From an optimization exercise on the open Yosys and OpenROAD flow, aimed at small area, a short achievable clock period and few clock cycles per item; shortcuts taken in it are not production practice. Only simulation tests tie the RTL to the original design; equivalence was not proved.

Setup of run 1:
==> flow/design.v <==
module bpf_alu_seq #(
    parameter int WIDTH = 32
) (
    input  logic             clk,
    input  logic             rst,
    input  logic             in_valid,
    output logic             in_ready,
    input  logic [WIDTH-1:0] i1,
    input  logic [WIDTH-1:0] i2,
    input  logic [3:0]       op,
    output logic             out_valid,
    input  logic             out_ready,
    output logic [WIDTH-1:0] o,
    output logic             dz
);
    function automatic logic [5:0] clz32(input logic [31:0] x);
        logic [5:0] n;
        n = 6'd32;
        for (int k = 0; k < 32; k++)
            if (x[k]) n = 31 - k;
        clz32 = n;
    endfunction
    function automatic logic [31:0] rev32(input logic [31:0] x);
        logic [31:0] r;
        for (int k = 0; k < 32; k++) r[k] = x[31-k];
        rev32 = r;
    endfunction
    logic d_mov, d_add, d_sub, d_mul, d_div, d_and, d_or, d_not, d_xor;
    logic d_lsh, d_rsh, d_mod, d_neg, d_rsv;
    assign d_mov = (op == 4'd0);
    assign d_add = (op == 4'd1);
    assign d_sub = (op == 4'd2);
    assign d_mul = (op == 4'd3);
    assign d_div = (op == 4'd4);
    assign d_and = (op == 4'd5);
    assign d_or  = (op == 4'd6);
    assign d_not = (op == 4'd7);
    assign d_xor = (op == 4'd8);
    assign d_lsh = (op == 4'd9);
    assign d_rsh = (op == 4'd10);
    assign d_mod = (op == 4'd11);
    assign d_neg = (op == 4'd12);
    assign d_rsv = (op[3:2] == 2'b11) && (op[1:0] != 2'b00);
    logic swp;
    assign swp = d_mul & (((i2[31:16] != 16'd0) & (i1[31:16] == 16'd0)) |
                          ((i2[31:8] != 24'd0) & (i1[31:8] == 24'd0)));
    logic        xv;         
    logic        xd;         
    logic        f_sum, f_sub, f_and, f_or, f_xor, f_shl, f_shr, f_mul, f_dm, f_mod;
    logic        xinit;      
    logic        dzf;        
    logic [31:0] ra;
    logic        qz;         
    logic [32:0] rb;
    logic [5:0]  lza, lzb;
    logic [3:0]  cnt;
    logic        ov;
    logic [31:0] ro;
    logic [31:0] rq;
    assign rq = qz ? 32'd0 : ro;
    logic        rdz;
    logic [32:0] add_s;
    assign add_s = {1'b0, ra} + {1'b0, rb[31:0]} + {32'd0, f_sub};
    logic [5:0]  dshift;
    logic        dtriv;
    logic [4:0]  dsh;
    logic [32:0] sh_out;
    assign dshift = lzb - lza;
    assign dtriv  = dshift[5] | dzf;
    assign dsh    = dshift[0] ? dshift[4:0] : dshift[4:0] + 5'd1;
    assign sh_out = {1'b0, (xinit ? rb[31:0] : ra)} << (xinit ? dsh : rb[4:0]);
    logic [31:0] mul_s;
    assign mul_s = rq + (rb[0] ? ra : 32'd0) + (rb[1] ? {ra[30:0], 1'b0} : 32'd0)
                      + (rb[2] ? {ra[29:0], 2'b0} : 32'd0) + (rb[3] ? {ra[28:0], 3'b0} : 32'd0);
    logic        ge1, ge2;
    logic [31:0] r1, r2;
    logic [32:0] t2;
    logic [31:0] quo_nx;
    assign ge1    = add_s[32] & rb[32];
    assign r1     = ge1 ? add_s[31:0] : ra;
    assign t2     = {1'b0, r1} + {1'b0, rb[32:1]} + 33'd1;
    assign ge2    = t2[32];
    assign r2     = ge2 ? t2[31:0] : r1;
    assign quo_nx = {rq[29:0], ge1, ge2};
    logic [31:0] xres;
    always_comb begin
        xres = 32'd0;
        if (f_sum) xres = xres | add_s[31:0];
        if (f_and) xres = xres | (ra & rb[31:0]);
        if (f_or)  xres = xres | (ra | rb[31:0]);
        if (f_xor) xres = xres | (ra ^ rb[31:0]);
        if (f_shl) xres = xres | sh_out[31:0];
        if (f_shr) xres = xres | rev32(sh_out[31:0]);
        if (f_mul) xres = xres | mul_s;
        if (f_dm)  xres = xres | (xinit ? (f_mod ? ra : 32'd0) : ((f_mod & xd) ? r2 : quo_nx));
    end
    logic x_done, x_move, accept, ret, o_free;
    assign x_done    = xd | (xinit & dtriv);
    assign ret       = ov & out_ready;
    assign o_free    = ~ov | out_ready;
    assign in_ready  = ~xv | (x_done & o_free);
    assign accept    = in_valid & in_ready;
    assign x_move    = xv & x_done & o_free;
    assign out_valid = ov;
    assign o         = ro;
    assign dz        = rdz;
    always_ff @(posedge clk or posedge rst) begin
        if (rst) begin
            xv <= 1'b0;
            xd <= 1'b0;
            ov <= 1'b0;
        end else begin
            xv <= accept | (xv & ~x_move);
            if (accept)
                xd <= d_mul ? ((swp ? i1[31:4] : i2[31:4]) == 28'd0) : !(d_div | d_mod);
            else if (xv && !xd && o_free) begin
                if (f_mul)      xd <= (rb[31:8] == 24'd0);
                else if (xinit) xd <= (dsh[4:1] == 4'd0);
                else            xd <= (cnt == 4'd1);
            end
            ov <= x_move | (ov & ~out_ready);
        end
    end
    always_ff @(posedge clk) begin
        if (accept) begin
            f_sum <= d_add | d_sub | d_neg;
            f_sub <= d_sub | d_neg | d_div | d_mod;
            f_and <= d_and;
            f_or  <= d_or | d_mov | d_rsv;
            f_xor <= d_xor | d_not;
            f_shl <= d_lsh;
            f_shr <= d_rsh;
            f_mul <= d_mul;
            f_dm  <= d_div | d_mod;
            f_mod <= d_mod;
            xinit <= d_div | d_mod;
            dzf   <= (i2 == 32'd0);
            ra    <= (d_neg | d_mov | d_rsv) ? 32'd0 : (d_rsh ? rev32(i1) : (swp ? i2 : i1));
            rb    <= {1'b0, d_neg ? ~i1 : (d_sub ? ~i2 : (swp ? i1 : (d_not ? 32'hFFFF_FFFF : (d_rsv ? 32'd0 : i2))))};
            qz    <= 1'b1;
            lza   <= clz32(i1);
            lzb   <= clz32(i2);
        end else if (xv && !x_done && o_free) begin
            if (f_mul) begin
                qz <= 1'b0;
                ra <= {ra[27:0], 4'd0};
                rb <= {5'd0, rb[31:4]};
            end else if (xinit) begin
                rb    <= ~sh_out;
                cnt   <= dsh[4:1];
                xinit <= 1'b0;
            end else begin
                ra  <= r2;
                qz  <= 1'b0;
                rb  <= {2'b11, rb[32:2]};
                cnt <= cnt - 4'd1;
            end
        end
        if (x_move || (xv && !x_done && o_free && !xinit)) ro <= xres;
        if (x_move) begin
            rdz <= f_dm & xinit & dzf;
        end
    end
endmodule
export LEC_CHECK = 0
export CAP_MARGIN = 20
export CORE_MARGIN = 2
export CORE_UTILIZATION = 30
export CTS_BUF_LIST = sky130_fd_sc_hd__clkbuf_8
export SETUP_SLACK_MARGIN = 5
export SLEW_MARGIN = 20
export TNS_END_PERCENT = 10
create_clock -name core_clock -period 10.0 [get_ports {clk}]
run.sh (not shown) runs the stock make flow with config.mk's settings and CLKGATE_MAP_FILE= SYNTH_SCRIPT=/design/flow/synth_recipe.tcl, a recipe that flattens the netlist after the stock synthesis.
Testbench counts of run 1, summed over its fixed seeds: cycles 18,344, items 12,000.
Changes in run 2 relative to run 1:
diff --git a/flow/config.mk b/flow/config.mk
--- a/flow/config.mk
+++ b/flow/config.mk
@@ -9,6 +9,4 @@
 export CORE_MARGIN = 2
 export CORE_UTILIZATION = 30
-export CTS_BUF_LIST = sky130_fd_sc_hd__clkbuf_8
-export SETUP_SLACK_MARGIN = 5
+export SETUP_SLACK_MARGIN = 4.5
 export SLEW_MARGIN = 20
-export TNS_END_PERCENT = 10
==> comparison <==
Compared with run 1, in run 2 fraction of the cycle the final worst path needs lost 2.0 points, clock network area share went up 0.49 points, area overhead of the layout relative to synthesis now sits higher, number of well-tap cells placed roughly the same.
The via count of run 1 and that of run 2 are within noise of each other.
Run 2 ends up with higher final wirelength than run 1 does.
Run 2 and run 1 ended up with roughly the same detailed placement HPWL.
Run 1 → run 2: clock period minus worst slack went down by 200 ps.
--- input diff run 2..run 3 ---
diff --git a/flow/config.mk b/flow/config.mk
--- a/flow/config.mk
+++ b/flow/config.mk
@@ -8,5 +8,5 @@
 export CAP_MARGIN = 20
 export CORE_MARGIN = 2
-export CORE_UTILIZATION = 30
+export CORE_UTILIZATION = 50
 export SETUP_SLACK_MARGIN = 4.5
 export SLEW_MARGIN = 20
Findings:
- Per the comparison of run 3 with run 2, total routed wirelength shows no meaningful change; sequential share of cell area shows an increase of 0.27 points; multi-input gate share of total cell area shows an increase of 1.5 points; post-route worst hold slack shows a reduction of 4.7 ps.
- Compared with run 2, run 3 shows largest net degree at the start of global routing that has gone down by more than 10%.
- Relative to run 2, placer's final routability congestion estimate has gone up in run 3.
- From run 2 to run 3, final-report max-slew violation count did not move at all.
- In the tables for run 3 and run 2, first-pass GRT wire length reads lower with run 3.
- When the final numbers for run 3 and run 2 were put side by side, the post-CTS resize count turned out to be smaller in run 3.
Inputs modified between run 3 and run 4:
diff --git a/flow/config.mk b/flow/config.mk
--- a/flow/config.mk
+++ b/flow/config.mk
@@ -8,5 +8,7 @@
 export CAP_MARGIN = 20
 export CORE_MARGIN = 2
-export CORE_UTILIZATION = 50
-export SETUP_SLACK_MARGIN = 4.5
+export CORE_UTILIZATION = 30
+export CTS_BUF_LIST = sky130_fd_sc_hd__clkbuf_8
+export SETUP_SLACK_MARGIN = 4
 export SLEW_MARGIN = 20
+export TNS_END_PERCENT = 10
Results
- Run 4 vs run 3: buffer share of cell area down in run 4
- Min number of nets in the final layout across run 3 and run 4: run 4
- Run 4 against run 3; wire length on met2 is down by a few percent.
- Measured against each other, run 3 and run 4 differ in die area, the lower figure coming from run 3.
- Global-route usage in run 4 vs run 3: down 19 points
- First-pass GRT wire length was higher in the run labelled run 3.
- Cmp run 4 vs run 3: non-clock buffer count lower in run 4
- Between run 3 and run 4, the detailed-route wire length on metal 1 is lower for run 3.
- Compared run 4 vs run 3, and share of final layout cell area taken by clock buffers and inverters is down in run 4.
- [run 4] relative slew slack rose 4.1 points relative to run 3


RTL: the design.v shown in full above, as it stands there.
clock: 10.0 ns
lec_check: 0
cap_margin: 20
core_margin: 2
core_utilization: 30
cts_buf_list: sky130_fd_sc_hd__clkbuf_8
setup_slack_margin: 4.5
slew_margin: 20
The starting point completed without violations.
Testbench counts at the start, summed over its fixed seeds: cycles 18,344, items 12,000.
Then changed:
Settings changed: CORE_UTILIZATION 30 to 50, CTS_BUF_LIST sky130_fd_sc_hd__clkbuf_8 to unset, SETUP_SLACK_MARGIN 4.5 to 5.
The changed run ran to the end with no violations.
Cell area rose by 0.84%.
Die area fell by 39%.
Sequential cell count stays the same.
Clock-buffer cell count is unchanged.
Critical path depth does not change.
Area after synthesis is unchanged.
Via count rose by 3.4%.
Non-clock buffer count rose by 31.
Then changed:
Settings changed: CORE_UTILIZATION 50 to 30, CTS_BUF_LIST set to sky130_fd_sc_hd__clkbuf_8, SETUP_SLACK_MARGIN 5 to 4.5, TNS_END_PERCENT set to 0.
The new run produced a clean layout.
Critical path depth does not change.
Maximum frequency came out higher by a few percent.
Flip-flop and latch count is unchanged.
Synthesized cell count is unchanged.
Cell count came out higher by roughly a tenth.
Worst setup slack is better by 0.14 ns.
Final area came out lower by a few percent.

-- afterwards: timing with drivers on the ports --
The results above use ideal ports. As a check the final layouts listed here were re-extracted and re-timed, cells and wires unchanged.
Step 1 sets driving cells, clkbuf_16 on the clock port and buf_2 on the other inputs (assumed; they add their load-dependent delay and slew).
Step 2 times the ports against the registers' clock, not the clock port: input delays grow and output delays shrink by t, the midpoint of the rising clock arrivals with the driver on.
Slacks: ideal / step 1 / step 2; pairs: ideal / step 1.
run	shift t [ns]	setup slack, ns	hold WS [ns]	clock arrival spread, ns	worst data-port slew with drivers (ns)
run 1	0.544	4.169 / 4.169 / 4.006	0.625 / 0.625 / 0.625	0.017 / 0.017	0.04
run 2	0.491	4.368 / 4.368 / 4.151	0.613 / 0.613 / 0.613	0.014 / 0.014	0.04
run 3	0.508	4.355 / 4.355 / 4.313	0.609 / 0.609 / 0.609	0.012 / 0.012	0.04
run 4	0.529	4.042 / 4.042 / 3.881	0.462 / 0.462 / 0.462	0.016 / 0.016	0.04
the first run of note 2	0.532	4.351 / 4.351 / 4.151	0.617 / 0.617 / 0.617	0.021 / 0.021	0.04
the second run of note 2	0.505	4.198 / 4.198 / 4.198	0.596 / 0.596 / 0.596	0.008 / 0.008	0.05
the third run of note 2	0.534	4.338 / 4.338 / 4.102	0.616 / 0.616 / 0.616	0.020 / 0.020	0.04
After both steps every run listed still meets setup and hold. The setup slack of the third run of note 2, which loses most, moves by 0.000 ns with the drivers and by -0.236 ns with both steps.
